What follows belongs to an exercise in optimizing a design on an open flow for small area and a short achievable clock period; a production flow would make more cautious choices.
At most, simulation tests tie the RTL to the original design; equivalence was not proved.

run A:
## fpu_top
module fpu_top
(
   input  logic        Clk_CI,
   input  logic        Rst_RBI,
   input  logic        enable,
   input  logic [31:0] operand_a,
   input  logic [31:0] operand_b,
   input  logic [1:0]  op,
   output logic [31:0] result,
   output logic        valid,
   output logic        of,
   output logic        uf,
   output logic        zero,
   output logic        ix,
   output logic        iv,
   output logic        inf
);
   localparam logic [1:0] SP_NONE = 2'd0;
   localparam logic [1:0] SP_ZERO = 2'd1;
   localparam logic [1:0] SP_INF  = 2'd2;
   localparam logic [1:0] SP_NAN  = 2'd3;
   logic        sa, sb, is_mul, is_sub, sbe;
   logic [7:0]  ea, eb;
   logic [22:0] fa, fb;
   logic        za, zb, maxa, maxb, nana, nanb, infa, infb;
   logic        a_big, eq_mag, ssm_d;
   logic [8:0]  dab, dba;
   logic [7:0]  dexp;
   logic [4:0]  shamt_d;
   logic [1:0]  sp_d;
   logic        sign_d;
   logic [9:0]  exp_d;
   logic [22:0] mb_d, ms_d;
   logic        hs_d;
   assign sa = operand_a[31];
   assign sb = operand_b[31];
   assign ea = operand_a[30:23];
   assign eb = operand_b[30:23];
   assign fa = operand_a[22:0];
   assign fb = operand_b[22:0];
   assign is_mul = op == 2'd2;
   assign is_sub = op == 2'd1;
   assign sbe    = sb ^ is_sub;
   assign za   = ea == 8'd0;
   assign zb   = eb == 8'd0;
   assign maxa = &ea;
   assign maxb = &eb;
   assign nana = maxa & (|fa);
   assign nanb = maxb & (|fb);
   assign infa = maxa & ~(|fa);
   assign infb = maxb & ~(|fb);
   assign eq_mag = {ea, fa} == {eb, fb};
   assign dab    = {1'b0, ea} - {1'b0, eb};
   assign dba    = {1'b0, eb} - {1'b0, ea};
   assign a_big  = ~dab[8];
   assign dexp   = dab[8] ? dba[7:0] : dab[7:0];
   assign ssm_d  = a_big ? sbe : sa;
   assign shamt_d = (|dexp[7:5]) ? 5'd31 : dexp[4:0];
   always_comb
   begin
      sp_d   = SP_NONE;
      sign_d = is_mul ? (sa ^ sb) : (a_big ? sa : sbe);
      if (nana | nanb | (is_mul ? ((infa & zb) | (za & infb)) : (infa & infb & (sa ^ sbe))))
  ...
==> flow/config.mk <==
export PLATFORM = sky130hd
export DESIGN_NAME = fpu_top
export DESIGN_NICKNAME = fpu_top
export VERILOG_FILES = /design/flow/design.v
export SDC_FILE = /design/flow/constraint.sdc
export NUM_CORES = 4
export LEC_CHECK = 0
export ABC_AREA = 1
export CAP_MARGIN = 20
export CORE_MARGIN = 2
export CORE_UTILIZATION = 50
export PLACE_DENSITY = 0.72
export SLEW_MARGIN = 20
export SYNTH_HIERARCHICAL = 1
==> flow/constraint.sdc <==
create_clock -name core_clock -period 18.0 [get_ports {Clk_CI}]
set_input_delay 3.6000 -clock core_clock [delete_from_list [all_inputs] [get_ports {Clk_CI}]]
set_output_delay 3.6000 -clock core_clock [all_outputs]
set_load 0.01 [all_outputs]
standard.sh (not shown) runs the stock make flow with config.mk's settings and CLKGATE_MAP_FILE= SYNTH_SCRIPT=/design/flow/synth_recipe.tcl, a recipe that flattens the netlist after the stock synthesis.
==> flow/flow/run.sh <==
#!/bin/bash
# The standard layout (standard.sh) with two changes in how it is made:
#  - ports are buffered with buf_2 rather than the default port buffer;
#  - timing repair aims past the clock period: repair_timing's setup margin is
#    raised so that the resizer also works on paths that already meet it.
# The constraints (constraint.sdc, the clock period) are not changed.
set -o pipefail
export BUFFER_PORTS_ARGS="-buffer_cell sky130_fd_sc_hd__buf_2"
export SETUP_SLACK_MARGIN=12.5
bash standard.sh > standard.log 2>&1
> inputs changed (run A -> run B)
diff --git a/flow/flow/run.sh b/flow/flow/run.sh
--- a/flow/flow/run.sh
+++ b/flow/flow/run.sh
@@ -9 +9 @@
-export SETUP_SLACK_MARGIN=12.5
+export SETUP_SLACK_MARGIN=12
### Flow results
- Biggest cell delay along the critical path: higher on run B
- Between run B and run A, it is run B whose final cycle utilization of the critical path is higher, by 0.26 points.
- In the tables for run A and run B, iteration count of the initial detailed-routing pass reads lower with run B.
- Routed wirelength normalized by instance count in run B vs run A: down 0.85 µm
- Lower sequential share of layout area goes to run A over run B.
- In the flow results for run A and run B, the worst setup slack is smaller on run B.
- Max non-filler instance count after layout across run A and run B: run A
### run B -> run C
diff --git a/flow/flow/run.sh b/flow/flow/run.sh
--- a/flow/flow/run.sh
+++ b/flow/flow/run.sh
@@ -9 +9 @@
-export SETUP_SLACK_MARGIN=12
+export SETUP_SLACK_MARGIN=11
Results
Clock-buffer cell count came out exactly the same in run B and run C. Run C vs run B, wire length reported by the detailed router went down by 8.6%. Tightest hold margin: run C vs run B, no meaningful difference. Re final clock period utilization by the worst path: run C is 3.9 points up on run B. The lower signed area change from the synthesized netlist to the final layout of run B and run C is in run C. Post-layout minimum cycle time was lower in run B than in run C. Global-route wire length before repair: higher on run B.

---

Another version of the RTL of fpu_top (not shown whole).
For scale: about 120 flip-flops.
==> flow/config.mk <==
export PLATFORM = sky130hd
export DESIGN_NAME = fpu_top
export DESIGN_NICKNAME = fpu_top
export VERILOG_FILES = /design/flow/design.v
export SDC_FILE = /design/flow/constraint.sdc
export NUM_CORES = 4
export LEC_CHECK = 0
export CAP_MARGIN = 20
export CORE_MARGIN = 2
export CORE_UTILIZATION = 50
export SLEW_MARGIN = 20
export SYNTH_HIERARCHICAL = 1
==> flow/constraint.sdc <==
create_clock -name core_clock -period 18.0 [get_ports {Clk_CI}]
set_input_delay 3.6000 -clock core_clock [delete_from_list [all_inputs] [get_ports {Clk_CI}]]
set_output_delay 3.6000 -clock core_clock [all_outputs]
set_load 0.01 [all_outputs]
==> flow/flow/run.sh <==
#!/bin/bash
# The standard layout (standard.sh), with timing repair aiming past the clock
# period: repair_timing's setup margin is raised so that the resizer also works on
# paths that already meet the design's period. The constraints are not changed.
set -o pipefail
export SETUP_SLACK_MARGIN=9.5
bash standard.sh > standard.log 2>&1
Next try:
--- a/flow/flow/run.sh
+++ b/flow/flow/run.sh
@@ -6 +6 @@
-export SETUP_SLACK_MARGIN=9.5
+export SETUP_SLACK_MARGIN=13
The changed run ran to the end with no violations.
Utilization increases by 14 points.
Wire length increases by a quarter to a third.
Sequential share of layout area decreases by 1.1 points.
Worst setup slack is better by 1200 ps.
Clock-buffer cell count increases by 2.
Final cell count increases by roughly a tenth.
Sequential cell count stays the same.
Clock skew increases by 5.8 ps.
Worst hold slack is better by 38 ps.
Synthesized cell count is unchanged.
No run of this note included a check of the RTL's function; only the layout flow was run.

-- port drivers added, routing unchanged --
The results above use ideal ports. As a check the final layouts listed here were re-extracted and re-timed, cells and wires unchanged.
Step 1 assumes that a clkbuf_16 drives the clock port and a buf_2 every other input.
Step 2 moves the port delays by t, midway between the first and last clock arrival at a register: inputs arrive t later, outputs are due t later. That takes back most of the time a late clock gives input paths.
a / b / c = ideal ports / drivers / drivers and shift; a / b = the first two.
| run | shift t [ns] | slack for setup (ns) | worst setup path after step 2 | worst register clock-pin slew, ns |
|---|---|---|---|---|
| run A | 0.504 | 11.948 / 11.948 / 11.948 | register to register | 0.06 / 0.06 |
| run B | 0.511 | 11.902 / 11.902 / 11.632 | input to register | 0.08 / 0.08 |
| run C | 0.510 | 11.207 / 11.207 / 11.207 | register to register | 0.07 / 0.07 |
| the first run of note 2 | 0.522 | 9.883 / 9.883 / 9.883 | register to register | 0.06 / 0.06 |
| the second run of note 2 | 0.524 | 11.093 / 11.093 / 11.093 | register to register | 0.07 / 0.07 |
After both steps every run listed still meets setup and hold. For run B, which loses most, drivers alone change the setup slack by 0.000 ns; drivers and shift together by -0.270 ns.
